This design comes from an exercise in tuning for small area and a short achievable clock period on the open sky130 flow, not from production work.
The flow treats the clock pin as an ideal source. Dropping or thinning the clock tree relies on that and would not hold on a real chip.
Power and IR drop assume default switching activity.

==> flow/design.v <==
module present_redundant_ctrl (
    input  logic        clk_i,
    input  logic        rst,
    input  logic        start_i,
    input  logic [63:0] data_i,
    input  logic [79:0] key_i,
    output logic        ready_o,
    output logic [63:0] data_o,
    output logic        data_o_valid,
    input  logic        cointoss,
    input  logic        clr_alarm_i,
    output logic        fault_o,
    output logic        alarm_o,
    output logic [7:0]  fault_cnt_o
);
    localparam logic [63:0] SBOX_T = 64'h21748FE3DA09B65C;
    function automatic logic [3:0] sbox(input logic [3:0] x);
        logic [3:0] y;
        y = '0;
        for (int v = 0; v < 16; v++)
            for (int b = 0; b < 4; b++)
                if (SBOX_T[4*v + b]) y[b] = y[b] | (x == 4'(v));
        sbox = y;
    endfunction
    logic nidle_q;           
    logic idle_q, load_q, run_q, chk_ok_q, chk_tmo_q, out_q, fo_q, lock_q;
    logic idle_n, load_n, run_n, chk_ok_n, chk_tmo_n, out_n, lock_n;
    logic [3:0] busy_q, busy_n;
    logic [1:0]  cnt_q;
    logic [4:0]  pcnt_q;     
    logic [63:0] result_q;
    logic        pdone, tmo, cnt_hit;
    logic [63:0] sk_q;       
    logic [79:0] key_q;      
    logic [6:0]  tcnt_q;     
    logic [63:0] sl, perm, sk_src;
    logic [79:0] key_rot, next_key, key_d;
    logic        adv;
    for (genvar n = 0; n < 16; n++) begin : g_sbox
        assign sl[4*n +: 4] = sbox(sk_q[4*n +: 4]);
    end
    for (genvar i = 0; i < 64; i++) begin : g_perm
        assign perm[16*(i%4) + i/4] = sl[i];
    end
    assign key_rot  = {key_q[18:0], key_q[79:19]};
    assign next_key = {sbox(key_rot[79:76]), key_rot[75:20], key_rot[19:15] ^ tcnt_q[4:0],
                       key_rot[14:0]};
    for (genvar g = 0; g < 2; g++) begin : g_sel
        assign key_d[40*g +: 40]  = busy_q[g]   ? next_key[40*g +: 40] : key_i[40*g +: 40];
        assign sk_src[32*g +: 32] = busy_q[2+g] ? perm[32*g +: 32]     : data_i[32*g +: 32];
    end
    assign adv = (tcnt_q[6:5] == 2'b00);
    assign pdone   = &pcnt_q;
    assign tmo     = tcnt_q[6] & tcnt_q[0];        
    assign cnt_hit = fo_q & cnt_q[1];               
    assign idle_q    = ~nidle_q;
    assign idle_n    = (idle_q & ~start_i) | (out_q & ~cnt_hit) | (lock_q & clr_alarm_i);
    assign load_n    = idle_q & start_i;
    assign run_n     = load_q | (run_q & ~pdone & ~tmo);
    assign chk_ok_n  = run_q & pdone;
    assign chk_tmo_n = run_q & ~pdone & tmo;
    assign out_n     = chk_ok_q | chk_tmo_q;
    assign lock_n    = (out_q & cnt_hit) | (lock_q & ~clr_alarm_i);
    for (genvar v = 0; v < 4; v++) begin : g_busy
        assign busy_n[v] = load_n | run_n | ((v & 1) != 0 && (chk_ok_n | chk_tmo_n))
                         | ((v & 2) != 0 && out_n) | ((v & 4) != 0 && lock_n);
    end
    always_ff @(posedge clk_i) begin
        key_q <= key_d;
        for (int g = 0; g < 2; g++)
            if (!busy_q[2+g] || adv) sk_q[32*g +: 32] <= sk_src[32*g +: 32] ^ key_d[32*g+16 +: 32];
        tcnt_q <= busy_q[0] ? tcnt_q + 7'd1 : 7'd1;
        if (!run_q)                   pcnt_q <= 5'd0;
        else if (!cointoss && !pdone) pcnt_q <= pcnt_q + 5'd1;
    end
    always_ff @(posedge clk_i or negedge rst) begin
        if (!rst) begin
            nidle_q   <= 1'b0;
            busy_q    <= '0;
            load_q    <= 1'b0;
            run_q     <= 1'b0;
            chk_ok_q  <= 1'b0;
            chk_tmo_q <= 1'b0;
            out_q     <= 1'b0;
            fo_q      <= 1'b0;
            lock_q    <= 1'b0;
            cnt_q     <= 2'd0;
            result_q  <= '0;
        end else begin
            nidle_q   <= ~idle_n;
            busy_q    <= busy_n;
            load_q    <= load_n;
            run_q     <= run_n;
            chk_ok_q  <= chk_ok_n;
            chk_tmo_q <= chk_tmo_n;
            out_q     <= out_n;
            fo_q      <= chk_tmo_q;
            lock_q    <= lock_n;
            if (out_q & fo_q)              cnt_q <= cnt_q + 2'd1;
            else if (lock_q & clr_alarm_i) cnt_q <= 2'd0;
            if (chk_ok_q)       result_q <= sk_q;
            else if (chk_tmo_q) result_q <= '0;
        end
    end
    assign data_o       = result_q;
    assign data_o_valid = out_q;
    assign ready_o      = idle_q;
    assign fault_o      = fo_q;
    assign alarm_o      = lock_q;
    assign fault_cnt_o  = {6'd0, cnt_q};
endmodule
==> flow/config.mk <==
export PLATFORM = sky130hd
export DESIGN_NAME = present_redundant_ctrl
export DESIGN_NICKNAME = present_redundant_ctrl
export VERILOG_FILES = /design/flow/design.v
export SDC_FILE = /design/flow/constraint.sdc
export NUM_CORES = 4
export LEC_CHECK = 0
export CAP_MARGIN = 20
export CORE_MARGIN = 2
export CORE_UTILIZATION = 40
export SETUP_SLACK_MARGIN = 2.25
export SLEW_MARGIN = 20
==> flow/constraint.sdc <==
create_clock -name core_clock -period 4.0 [get_ports {clk_i}]
set_input_delay 0.8000 -clock core_clock [delete_from_list [all_inputs] [get_ports {clk_i}]]
set_output_delay 0.8000 -clock core_clock [all_outputs]
set_load 0.01 [all_outputs]
standard.sh (not shown) runs the stock make flow with config.mk's settings and CLKGATE_MAP_FILE= SYNTH_SCRIPT=/design/flow/synth_recipe.tcl, a recipe that flattens the netlist after the stock synthesis.
==> flow/flow/run.sh <==
#!/bin/bash
export BUFFER_PORTS_ARGS="-buffer_cell sky130_fd_sc_hd__buf_1"
export PRE_CTS_TCL="$PWD/flow/manual_cts.tcl"
export MANUAL_CTS_PER_LEAF=24
bash standard.sh > standard.log 2>&1
exit $?
Other scripts of this flow, unchanged in this note and not shown: flow/flow/manual_cts.tcl
Change:
--- a/flow/design.v
+++ b/flow/design.v
@@ -24,9 +24,10 @@
     endfunction
     logic nidle_q;           
     logic idle_q, load_q, run_q, chk_ok_q, chk_tmo_q, out_q, fo_q, lock_q;
     logic idle_n, load_n, run_n, chk_ok_n, chk_tmo_n, out_n, lock_n;
-    logic [3:0] busy_q, busy_n;
+    logic [7:0] busy_q, busy_n;
+    logic       rhold_q;     
     logic [1:0]  cnt_q;
     logic [4:0]  pcnt_q;     
     logic [63:0] result_q;
     logic        pdone, tmo, cnt_hit;
@@ -44,11 +45,11 @@
     end
     assign key_rot  = {key_q[18:0], key_q[79:19]};
     assign next_key = {sbox(key_rot[79:76]), key_rot[75:20], key_rot[19:15] ^ tcnt_q[4:0],
                        key_rot[14:0]};
-    for (genvar g = 0; g < 2; g++) begin : g_sel
-        assign key_d[40*g +: 40]  = busy_q[g]   ? next_key[40*g +: 40] : key_i[40*g +: 40];
-        assign sk_src[32*g +: 32] = busy_q[2+g] ? perm[32*g +: 32]     : data_i[32*g +: 32];
+    for (genvar g = 0; g < 4; g++) begin : g_sel
+        assign key_d[20*g +: 20]  = busy_q[g]   ? next_key[20*g +: 20] : key_i[20*g +: 20];
+        assign sk_src[16*g +: 16] = busy_q[4+g] ? perm[16*g +: 16]     : data_i[16*g +: 16];
     end
     assign adv = (tcnt_q[6:5] == 2'b00);
     assign pdone   = &pcnt_q;
     assign tmo     = tcnt_q[6] & tcnt_q[0];        
@@ -60,24 +61,25 @@
     assign chk_ok_n  = run_q & pdone;
     assign chk_tmo_n = run_q & ~pdone & tmo;
     assign out_n     = chk_ok_q | chk_tmo_q;
     assign lock_n    = (out_q & cnt_hit) | (lock_q & ~clr_alarm_i);
-    for (genvar v = 0; v < 4; v++) begin : g_busy
+    for (genvar v = 0; v < 8; v++) begin : g_busy
         assign busy_n[v] = load_n | run_n | ((v & 1) != 0 && (chk_ok_n | chk_tmo_n))
                          | ((v & 2) != 0 && out_n) | ((v & 4) != 0 && lock_n);
     end
     always_ff @(posedge clk_i) begin
         key_q <= key_d;
-        for (int g = 0; g < 2; g++)
-            if (!busy_q[2+g] || adv) sk_q[32*g +: 32] <= sk_src[32*g +: 32] ^ key_d[32*g+16 +: 32];
+        for (int g = 0; g < 4; g++)
+            if (!busy_q[4+g] || adv) sk_q[16*g +: 16] <= sk_src[16*g +: 16] ^ key_d[16*g+16 +: 16];
         tcnt_q <= busy_q[0] ? tcnt_q + 7'd1 : 7'd1;
         if (!run_q)                   pcnt_q <= 5'd0;
         else if (!cointoss && !pdone) pcnt_q <= pcnt_q + 5'd1;
     end
     always_ff @(posedge clk_i or negedge rst) begin
         if (!rst) begin
             nidle_q   <= 1'b0;
             busy_q    <= '0;
+            rhold_q   <= 1'b1;
             load_q    <= 1'b0;
             run_q     <= 1'b0;
             chk_ok_q  <= 1'b0;
             chk_tmo_q <= 1'b0;
@@ -88,8 +90,9 @@
             result_q  <= '0;
         end else begin
             nidle_q   <= ~idle_n;
             busy_q    <= busy_n;
+            rhold_q   <= ~(chk_ok_n | chk_tmo_n);
             load_q    <= load_n;
             run_q     <= run_n;
             chk_ok_q  <= chk_ok_n;
             chk_tmo_q <= chk_tmo_n;
@@ -97,10 +100,9 @@
             fo_q      <= chk_tmo_q;
             lock_q    <= lock_n;
             if (out_q & fo_q)              cnt_q <= cnt_q + 2'd1;
             else if (lock_q & clr_alarm_i) cnt_q <= 2'd0;
-            if (chk_ok_q)       result_q <= sk_q;
-            else if (chk_tmo_q) result_q <= '0;
+            result_q  <= ({64{chk_ok_q}} & sk_q) | ({64{rhold_q}} & result_q);
         end
     end
     assign data_o       = result_q;
     assign data_o_valid = out_q;
After rerunning: First-iteration DRC count went down by a little under a tenth; final cell count went up by a few percent; utilization went up by 0.62 points; power went up by roughly a tenth; final area went up by a few percent; synthesized cell count went up by a few percent.
No run of this note included a check of the RTL's function; only the layout flow was run. No run of this note takes its clock network from TritonCTS; it comes from the design's own scripts or RTL.

==> re-timing with driven ports <==
Ports are ideal in the flow. The routed layouts listed here were re-timed in OpenROAD.
Step 1 sets driving cells, clkbuf_16 on the clock port and buf_2 on the other inputs (assumed; they add their load-dependent delay and slew).
Step 2 adds t to the input delays and takes it off the output delays; t is the mean of the earliest and latest rising clock arrival at the registers after step 1. Input paths then give back, and output paths get back, about the clock's delay inside the block.
Slacks: ideal ports / drivers / drivers and shift; pairs: ideal ports / drivers.
| run | shift t [ns] | setup slack, ns | hold slack, ns |
|---|---|---|---|
| the first run | 0.405 | 2.280 / 2.187 / 2.198 | 0.455 / 0.455 / 0.455 |
| the second run | 0.405 | 2.251 / 2.188 / 2.141 | 0.409 / 0.409 / 0.409 |
After both steps every run listed still meets setup and hold. The setup slack of the second run, which loses most, moves by -0.063 ns with the drivers and by -0.110 ns with both steps. Setup slack includes reset recovery checks.
